From an optimization exercise on the open Yosys and OpenROAD flow, aimed at a short achievable clock period and few clock cycles per item; shortcuts taken in it are not production practice. Function was checked by simulation only, so behaviour that the tests miss may differ from the original. Power and IR drop assume default switching activity.

==> job 4063 <==
// triangle_strip_tessellator
module triangle_strip_tessellator
#(
    parameter int MAX_STRIPS = MAX_STRIPS_DEF,
    parameter int COORD_BITS = COORD_BITS_DEF
)
(
    input  logic                  clk,
    input  logic                  rst_n,
    input  logic                  start,
    output logic                  busy,
    input  logic [VEC_BITS-1:0]   corner_bottom_left,
    input  logic [VEC_BITS-1:0]   corner_bottom_right,
    input  logic [VEC_BITS-1:0]   corner_top,
    input  logic [VEC_BITS-1:0]   normal_left,
    input  logic [VEC_BITS-1:0]   normal_right,
    input  logic [VEC_BITS-1:0]   normal_top,
    input  logic                  cfg_wr_en,
    input  logic [STRIP_BITS-1:0] cfg_wr_data,
    output logic                  vertex_valid,
    output logic [VEC_BITS-1:0]   vertex_position,
    output logic [VEC_BITS-1:0]   vertex_normal,
    output logic                  last_vertex
);
==> module tst_queue, before the edit <==
module tst_queue
#(
    parameter int COORD_BITS = COORD_BITS_DEF
)
(
    input  logic                            clk,
    input  logic                            rst_n,
    input  logic                            acc,
    input  logic                            release_i,
    input  logic [LANES*COORD_BITS-1:0]     bl,
    input  logic [LANES*COORD_BITS-1:0]     br,
    input  logic [LANES*COORD_BITS-1:0]     tp,
    input  logic [LANES*COORD_BITS-1:0]     nl,
    input  logic [LANES*COORD_BITS-1:0]     nr,
    input  logic [LANES*COORD_BITS-1:0]     nt,
    input  logic [STRIP_BITS-1:0]           n_in,
    input  logic [LEG_LANES*(COORD_BITS+1)-1:0] dp_in,
    output logic                            ready,
    output logic                            ready_next,
    output logic [6*LANES*COORD_BITS-1:0]   side_data,
    output logic [LEG_LANES*(COORD_BITS+REM_BITS+2)+STRIP_BITS-1:0] res_data
);
    localparam int CB    = COORD_BITS;
    localparam int VW    = LANES * CB;
    localparam int NCYC  = CB / (2 * DIV_SPC) - 1;
    localparam int CYC_W = $clog2(NCYC + 1);
    localparam int R_OFF = LEG_LANES * CB;
    localparam int S_OFF = R_OFF + LEG_LANES * REM_BITS;
    localparam int N_OFF = S_OFF + LEG_LANES;
    localparam int F_OFF = N_OFF + STRIP_BITS;
    localparam int MAXN  = 10;
    function automatic logic [MAXN+1:0] div4_step(input logic [MAXN-1:0] n_oh,
                                                  input logic [MAXN-1:0] r_oh,
                                                  input logic [1:0]      b);
        logic [MAXN-1:0] ro;
        logic [1:0]      q;
        logic            hit;
        ro = '0;
        q  = '0;
        for (int n = 1; n <= MAXN; n++)
        begin
            for (int r = 0; r < n; r++)
            begin
                for (int bb = 0; bb < 4; bb++)
                begin
                    hit                  = n_oh[n-1] & r_oh[r] & (b == 2'(bb));
                    ro[(4*r + bb) % n]   = ro[(4*r + bb) % n] | hit;
                    q                    = q | ({2{hit}} & 2'((4*r + bb) / n));
                end
            end
        end
        div4_step = {ro, q};
    endfunction
    logic                  run_reg, ready_reg, first_reg, dividing, first_div;
    logic [CYC_W-1:0]      cyc_reg;
    logic [VW-1:0]         bl_reg, br_reg, tp_reg, nl_reg, nr_reg, nt_reg;
    logic [STRIP_BITS-1:0] n_reg;
    logic [MAXN-1:0]       n_oh_reg;
    assign ready      = ready_reg;
    assign ready_next = (run_reg && cyc_reg == CYC_W'(NCYC)) || (ready_reg && !release_i);
    assign dividing  = run_reg;
    assign first_div = first_reg;
    always_ff @(posedge clk or negedge rst_n)
    begin
        if (!rst_n)
        begin
            run_reg   <= 1'b0;
            ready_reg <= 1'b0;
        end
        else if (acc)
        begin
            run_reg   <= 1'b1;
            ready_reg <= 1'b0;
        end
        else if (run_reg && cyc_reg == CYC_W'(NCYC))
        begin
            run_reg   <= 1'b0;
            ready_reg <= 1'b1;
        end
        else if (release_i)
            ready_reg <= 1'b0;
    end
    always_ff @(posedge clk)
    begin
        first_reg <= acc;
        if (acc)
            cyc_reg <= '0;
        else if (run_reg)
            cyc_reg <= cyc_reg + CYC_W'(1);
    end
    always_ff @(posedge clk)
    begin
        if (acc)
        begin
            bl_reg <= bl;
            br_reg <= br;
            tp_reg <= tp;
            nl_reg <= nl;
            nr_reg <= nr;
            nt_reg <= nt;
            n_reg  <= n_in;
            for (int i = 0; i < MAXN; i++)
                n_oh_reg[i] <= (n_in == STRIP_BITS'(i + 1));
        end
    end
    assign side_data = {nt_reg, nr_reg, nl_reg, tp_reg, br_reg, bl_reg};
    assign res_data[N_OFF +: STRIP_BITS] = n_reg;
    for (genvar j = 0; j < LEG_LANES; j++)
    begin : g_div
        logic [CB-1:0]       w_reg, w_in, w_step;
        logic [CB:0]         dp;
        logic [MAXN-1:0]     r_reg, r_in, r_step;
        logic [REM_BITS-1:0] r_bin;
        logic [MAXN:0]       r1_oh;
        logic                sg_reg;
        logic [MAXN+1:0]     t;
        assign dp = dp_in[j*(CB+1) +: CB+1];
        assign w_in = first_div ? dp[CB-1:0] : w_reg;
        assign r_in = first_div ? MAXN'(1) : r_reg;
        always_comb
        begin
            t      = '0;
            w_step = w_in;
            r_step = r_in;
            for (int k = 0; k < DIV_SPC; k++)
            begin
                t      = div4_step(n_oh_reg, r_step, w_step[CB-1 -: 2]);
                r_step = t[MAXN+1:2];
                w_step = {w_step[CB-3:0], t[1:0]};
            end
        end
        always_ff @(posedge clk)
        begin
            if (dividing)
            begin
                w_reg <= w_step;
                r_reg <= r_step;
            end
            if (first_div)
                sg_reg <= dp[CB];
        end
        assign res_data[j*CB +: CB]                     = w_reg ^ {CB{sg_reg}};
        assign r1_oh = sg_reg ? {r_reg, 1'b0} : {1'b0, r_reg};
        always_comb
        begin
            r_bin = '0;
            for (int i = 0; i <= MAXN; i++)
                r_bin = r_bin | (REM_BITS'(i) & {REM_BITS{r1_oh[i]}});
        end
        assign res_data[R_OFF + j*REM_BITS +: REM_BITS] = r_bin;
        assign res_data[F_OFF + j]                      = sg_reg && |(r_reg & n_oh_reg);
        assign res_data[S_OFF + j]                      = sg_reg;
    end
endmodule
Settings: LEC_CHECK=0, ABC_CLOCK_PERIOD_IN_PS=1000, CAP_MARGIN=20, CORE_MARGIN=2, CORE_UTILIZATION=50, SETUP_SLACK_MARGIN=3.3, SLEW_MARGIN=20; clock period 5.5 ns.
run.sh (not shown) runs the stock make flow with config.mk's settings and CLKGATE_MAP_FILE= SYNTH_SCRIPT=/design/flow/synth_recipe.tcl, a recipe that flattens the netlist after the stock synthesis.
==> job 8174: changes against job 4063 <==
--- a/flow/design.v
+++ b/flow/design.v
@@ -2,15 +2,14 @@
     localparam int MAX_STRIPS_DEF = 10;
     localparam int COORD_BITS_DEF = 16;
     localparam int VEC_BITS    = 48;
     localparam int STRIP_BITS  = 4;
     localparam int REM_BITS    = 4;
     localparam int LANES       = 3;
     localparam int LEG_LANES   = 6;
-    localparam int DIV_SPC     = 1;
     localparam int SIDE_BITS_DEF = 6 * LANES * COORD_BITS_DEF;
     localparam int RES_BITS_DEF  = LEG_LANES * (COORD_BITS_DEF + REM_BITS + 2) + STRIP_BITS;
 endpackage
 import tst_pkg::*;
 module tst_front
 #(
     parameter int MAX_STRIPS = MAX_STRIPS_DEF,
@@ -95,15 +94,15 @@
             .b  (~{base_lane[CB-1], base_lane}),
             .ci (1'b1),
             .s  (diff),
             .co ()
         );
         always_ff @(posedge clk)
         begin
-            dp_reg <= {diff[CB], diff[CB-1:0] ^ {CB{diff[CB]}}};
+            dp_reg <= diff;
         end
         assign dp[j*(CB+1) +: CB+1] = dp_reg;
     end
 endmodule
 module tst_add
 #(
     parameter int W = 16
@@ -159,48 +158,48 @@
     output logic                            ready,
     output logic                            ready_next,
     output logic [6*LANES*COORD_BITS-1:0]   side_data,
     output logic [LEG_LANES*(COORD_BITS+REM_BITS+2)+STRIP_BITS-1:0] res_data
 );
     localparam int CB    = COORD_BITS;
     localparam int VW    = LANES * CB;
-    localparam int NCYC  = CB / (2 * DIV_SPC) - 1;
+    localparam int NCYC  = CB - 1;
     localparam int CYC_W = $clog2(NCYC + 1);
     localparam int R_OFF = LEG_LANES * CB;
     localparam int S_OFF = R_OFF + LEG_LANES * REM_BITS;
     localparam int N_OFF = S_OFF + LEG_LANES;
     localparam int F_OFF = N_OFF + STRIP_BITS;
     localparam int MAXN  = 10;
-    function automatic logic [MAXN+1:0] div4_step(input logic [MAXN-1:0] n_oh,
-                                                  input logic [MAXN-1:0] r_oh,
-                                                  input logic [1:0]      b);
-        logic [MAXN-1:0] ro;
-        logic [1:0]      q;
-        logic            hit;
-        ro = '0;
-        q  = '0;
-        for (int n = 1; n <= MAXN; n++)
+    function automatic logic [MAXN:0] div2_step(input logic [MAXN-1:0] n_oh,
+                                                input logic [MAXN-1:0] ge,
+                                                input logic [MAXN-1:0] r_oh,
+                                                input logic            b);
+        logic [2*MAXN-1:0] sel, gev;
+        logic [MAXN-1:0]   ro;
+        logic              q;
+        for (int v = 0; v < 2*MAXN; v++)
         begin
-            for (int r = 0; r < n; r++)
-            begin
-                for (int bb = 0; bb < 4; bb++)
-                begin
-                    hit                  = n_oh[n-1] & r_oh[r] & (b == 2'(bb));
-                    ro[(4*r + bb) % n]   = ro[(4*r + bb) % n] | hit;
-                    q                    = q | ({2{hit}} & 2'((4*r + bb) / n));
-                end
-            end
+            sel[v] = r_oh[v/2] & (b == 1'(v % 2));
+            gev[v] = (v < MAXN) ? ge[v] : 1'b1;
+        end
+        q = |(sel & gev);
+        for (int x = 0; x < MAXN; x++)
+        begin
+            ro[x] = sel[x] & ~gev[x];
+            for (int v = x + 1; v < 2*MAXN; v++)
+                if (v - x <= MAXN)
+                    ro[x] = ro[x] | (sel[v] & n_oh[v-x-1]);
         end
-        div4_step = {ro, q};
+        div2_step = {ro, q};
     endfunction
     logic                  run_reg, ready_reg, first_reg, dividing, first_div;
     logic [CYC_W-1:0]      cyc_reg;
     logic [VW-1:0]         bl_reg, br_reg, tp_reg, nl_reg, nr_reg, nt_reg;
     logic [STRIP_BITS-1:0] n_reg;
-    logic [MAXN-1:0]       n_oh_reg;
+    logic [MAXN-1:0]       n_oh_reg, ge_reg;
     assign ready      = ready_reg;
     assign ready_next = (run_reg && cyc_reg == CYC_W'(NCYC)) || (ready_reg && !release_i);
     assign dividing  = run_reg;
     assign first_div = first_reg;
     always_ff @(posedge clk or negedge rst_n)
     begin
         if (!rst_n)
@@ -237,42 +236,42 @@
             br_reg <= br;
             tp_reg <= tp;
             nl_reg <= nl;
             nr_reg <= nr;
             nt_reg <= nt;
             n_reg  <= n_in;
             for (int i = 0; i < MAXN; i++)
+            begin
                 n_oh_reg[i] <= (n_in == STRIP_BITS'(i + 1));
+                ge_reg[i]   <= (STRIP_BITS'(i) >= n_in);
+            end
         end
     end
     assign side_data = {nt_reg, nr_reg, nl_reg, tp_reg, br_reg, bl_reg};
     assign res_data[N_OFF +: STRIP_BITS] = n_reg;
     for (genvar j = 0; j < LEG_LANES; j++)
     begin : g_div
         logic [CB-1:0]       w_reg, w_in, w_step;
         logic [CB:0]         dp;
         logic [MAXN-1:0]     r_reg, r_in, r_step;
         logic [REM_BITS-1:0] r_bin;
         logic [MAXN:0]       r1_oh;
         logic                sg_reg;
-        logic [MAXN+1:0]     t;
+        logic [MAXN:0]       t;
         assign dp = dp_in[j*(CB+1) +: CB+1];
-        assign w_in = first_div ? dp[CB-1:0] : w_reg;
+        assign w_in = first_div ? (dp[CB-1:0] ^ {CB{dp[CB]}}) : w_reg;
         assign r_in = first_div ? MAXN'(1) : r_reg;
         always_comb
         begin
             t      = '0;
             w_step = w_in;
             r_step = r_in;
-            for (int k = 0; k < DIV_SPC; k++)
-            begin
-                t      = div4_step(n_oh_reg, r_step, w_step[CB-1 -: 2]);
-                r_step = t[MAXN+1:2];
-                w_step = {w_step[CB-3:0], t[1:0]};
-            end
+            t      = div2_step(n_oh_reg, ge_reg, r_step, w_step[CB-1]);
+            r_step = t[MAXN:1];
+            w_step = {w_step[CB-2:0], t[0]};
         end
         always_ff @(posedge clk)
         begin
             if (dividing)
             begin
                 w_reg <= w_step;
                 r_reg <= r_step;
ABC_CLOCK_PERIOD_IN_PS = 1800   (was 1000)
==> job 3338: changes against job 4063 <==
--- a/flow/design.v
+++ b/flow/design.v
@@ -2,15 +2,14 @@
     localparam int MAX_STRIPS_DEF = 10;
     localparam int COORD_BITS_DEF = 16;
     localparam int VEC_BITS    = 48;
     localparam int STRIP_BITS  = 4;
     localparam int REM_BITS    = 4;
     localparam int LANES       = 3;
     localparam int LEG_LANES   = 6;
-    localparam int DIV_SPC     = 1;
     localparam int SIDE_BITS_DEF = 6 * LANES * COORD_BITS_DEF;
     localparam int RES_BITS_DEF  = LEG_LANES * (COORD_BITS_DEF + REM_BITS + 2) + STRIP_BITS;
 endpackage
 import tst_pkg::*;
 module tst_front
 #(
     parameter int MAX_STRIPS = MAX_STRIPS_DEF,
@@ -159,42 +158,43 @@
     output logic                            ready,
     output logic                            ready_next,
     output logic [6*LANES*COORD_BITS-1:0]   side_data,
     output logic [LEG_LANES*(COORD_BITS+REM_BITS+2)+STRIP_BITS-1:0] res_data
 );
     localparam int CB    = COORD_BITS;
     localparam int VW    = LANES * CB;
-    localparam int NCYC  = CB / (2 * DIV_SPC) - 1;
+    localparam int NCYC  = CB - 1;
     localparam int CYC_W = $clog2(NCYC + 1);
     localparam int R_OFF = LEG_LANES * CB;
     localparam int S_OFF = R_OFF + LEG_LANES * REM_BITS;
     localparam int N_OFF = S_OFF + LEG_LANES;
     localparam int F_OFF = N_OFF + STRIP_BITS;
     localparam int MAXN  = 10;
-    function automatic logic [MAXN+1:0] div4_step(input logic [MAXN-1:0] n_oh,
-                                                  input logic [MAXN-1:0] r_oh,
-                                                  input logic [1:0]      b);
+    function automatic logic [MAXN:0] div2_step(input logic [MAXN-1:0] n_oh,
+                                                input logic [MAXN-1:0] r_oh,
+                                                input logic            b);
         logic [MAXN-1:0] ro;
-        logic [1:0]      q;
+        logic            q;
         logic            hit;
         ro = '0;
-        q  = '0;
+        q  = 1'b0;
         for (int n = 1; n <= MAXN; n++)
         begin
             for (int r = 0; r < n; r++)
             begin
-                for (int bb = 0; bb < 4; bb++)
+                for (int bb = 0; bb < 2; bb++)
                 begin
-                    hit                  = n_oh[n-1] & r_oh[r] & (b == 2'(bb));
-                    ro[(4*r + bb) % n]   = ro[(4*r + bb) % n] | hit;
-                    q                    = q | ({2{hit}} & 2'((4*r + bb) / n));
+                    hit                = n_oh[n-1] & r_oh[r] & (b == 1'(bb));
+                    ro[(2*r + bb) % n] = ro[(2*r + bb) % n] | hit;
+                    if ((2*r + bb) >= n)
+                        q = q | hit;
                 end
             end
         end
-        div4_step = {ro, q};
+        div2_step = {ro, q};
     endfunction
     logic                  run_reg, ready_reg, first_reg, dividing, first_div;
     logic [CYC_W-1:0]      cyc_reg;
     logic [VW-1:0]         bl_reg, br_reg, tp_reg, nl_reg, nr_reg, nt_reg;
     logic [STRIP_BITS-1:0] n_reg;
     logic [MAXN-1:0]       n_oh_reg;
     assign ready      = ready_reg;
@@ -250,29 +250,26 @@
     begin : g_div
         logic [CB-1:0]       w_reg, w_in, w_step;
         logic [CB:0]         dp;
         logic [MAXN-1:0]     r_reg, r_in, r_step;
         logic [REM_BITS-1:0] r_bin;
         logic [MAXN:0]       r1_oh;
         logic                sg_reg;
-        logic [MAXN+1:0]     t;
+        logic [MAXN:0]       t;
         assign dp = dp_in[j*(CB+1) +: CB+1];
         assign w_in = first_div ? dp[CB-1:0] : w_reg;
         assign r_in = first_div ? MAXN'(1) : r_reg;
         always_comb
         begin
             t      = '0;
             w_step = w_in;
             r_step = r_in;
-            for (int k = 0; k < DIV_SPC; k++)
-            begin
-                t      = div4_step(n_oh_reg, r_step, w_step[CB-1 -: 2]);
-                r_step = t[MAXN+1:2];
-                w_step = {w_step[CB-3:0], t[1:0]};
-            end
+            t      = div2_step(n_oh_reg, r_step, w_step[CB-1]);
+            r_step = t[MAXN:1];
+            w_step = {w_step[CB-2:0], t[0]};
         end
         always_ff @(posedge clk)
         begin
             if (dividing)
             begin
                 w_reg <= w_step;
                 r_reg <= r_step;
ABC_CLOCK_PERIOD_IN_PS = 1800   (was 1000)
==> impl_metrics.py <==
metrics = {
    "worst_setup_path": {
        "worst-path-buf-inv": 4,
        "reg2regPathDepth": 11,
    },
    "timing": {
        "timing.final.crit_share_pct": 49.2,
        "final.min_clock_period_ns": 2.71,
    },
    "grt": {
        "antenna_found_initial": 41,
    },
    "synth": {
        "synth_top_cell_area_share_pct": 49.5,
        "ys_ff_latch": 1781,
    },
    "pwr": {
        "seq_power_mw": 25.1,
        "p_leak_nw": 43.4,
    },
    "status": {
        "status": "complete, no violations",
    },
}
The numbers above come from job 4063.

==> impl_metrics.py <==
metrics = {
    "worst_setup_path": {
        "critPathSlowestCell": "or3_4",
        "worst-path-buf-inv": 1,
        "reg2regPathDepth": 7,
    },
    "synth": {
        "ys_ff_latch": 1783,
        "synth_top_cell_area_share_pct": 54.4,
    },
    "pwr": {
        "p_leak_nw": 37.5,
        "seq_power_mw": 23.8,
    },
    "timing": {
        "timing.final.crit_share_pct": 50.3,
        "final.min_clock_period_ns": 2.76,
    },
    "grt": {
        "antenna_found_initial": 23,
    },
    "status": {
        "status": "complete, no violations",
    },
    "detailed_routing": {
        "firstDrtPassIters": 8,
        "drcViolationCount": 0,
    },
}
The numbers above come from job 3338.

==> impl_metrics.py <==
metrics = {
    "status": {
        "status": "complete, no violations",
    },
    "layout": {
        "layout_commonest_cell": "edfxtp_1",
    },
    "grt": {
        "antenna_found_initial": 13,
    },
    "synth": {
        "synthMuxAreaShare_pct": 4.70,
        "syn_avg_cell_area_um2": 12.1,
        "ys_ff_latch": 1803,
        "synth_top_cell_area_share_pct": 53.7,
    },
    "pwr": {
        "seq_power_mw": 24.0,
        "p_leak_nw": 37.0,
    },
    "clocking": {
        "htree_levels": 4,
        "cts_resized": 1101,
    },
    "worst_setup_path": {
        "reg2regPathDepth": 10,
    },
    "floorplan": {
        "die_x_um": 414,
        "coreArea_mm2": 0.167,
    },
    "timing": {
        "timing.final.crit_share_pct": 46.4,
        "final.min_clock_period_ns": 2.55,
    },
}
The numbers above come from job 8174.

Testbench counts of job 4063, summed over its fixed seeds: cycles 9,948, vertices 9,852.
Testbench counts of job 8174, summed over its fixed seeds: cycles 10,058, vertices 9,852.
Testbench counts of job 3338, summed over its fixed seeds: cycles 10,058, vertices 9,852.

[port drivers added, routing unchanged]
In the flow no input, the clock included, has a driving cell. The finished layouts below were timed again as built, in two steps. Step 1 (the two cells are an assumption about what drives the block):
set clk [get_ports {clk}]
set_driving_cell -lib_cell sky130_fd_sc_hd__clkbuf_16 $clk
set_driving_cell -lib_cell sky130_fd_sc_hd__buf_2 [delete_from_list [all_inputs] $clk]
Step 2, shift: input delay + t, output delay - t, t = (earliest + latest rising clock arrival at the registers) / 2. This alone moves slack from input paths to output paths. Three values: no drivers, after step 1, after step 2; two values: the first two.
run | t, ns | slack for setup (ns) | worst setup path after step 2 | slew at the worst register clock pin (ns) | cell pins on the clock port's net
job 4063 | 0.918 | 2.794 / 2.794 / 2.102 | input to register | 0.08 / 0.08 | 1
job 8174 | 0.920 | 2.946 / 2.853 / 2.141 | input to register | 0.07 / 0.07 | 1
job 3338 | 0.905 | 2.736 / 2.736 / 2.050 | input to register | 0.07 / 0.07 | 1
After both steps every run listed still meets setup and hold. For job 8174, which loses most, drivers alone change the setup slack by -0.093 ns; drivers and shift together by -0.805 ns.
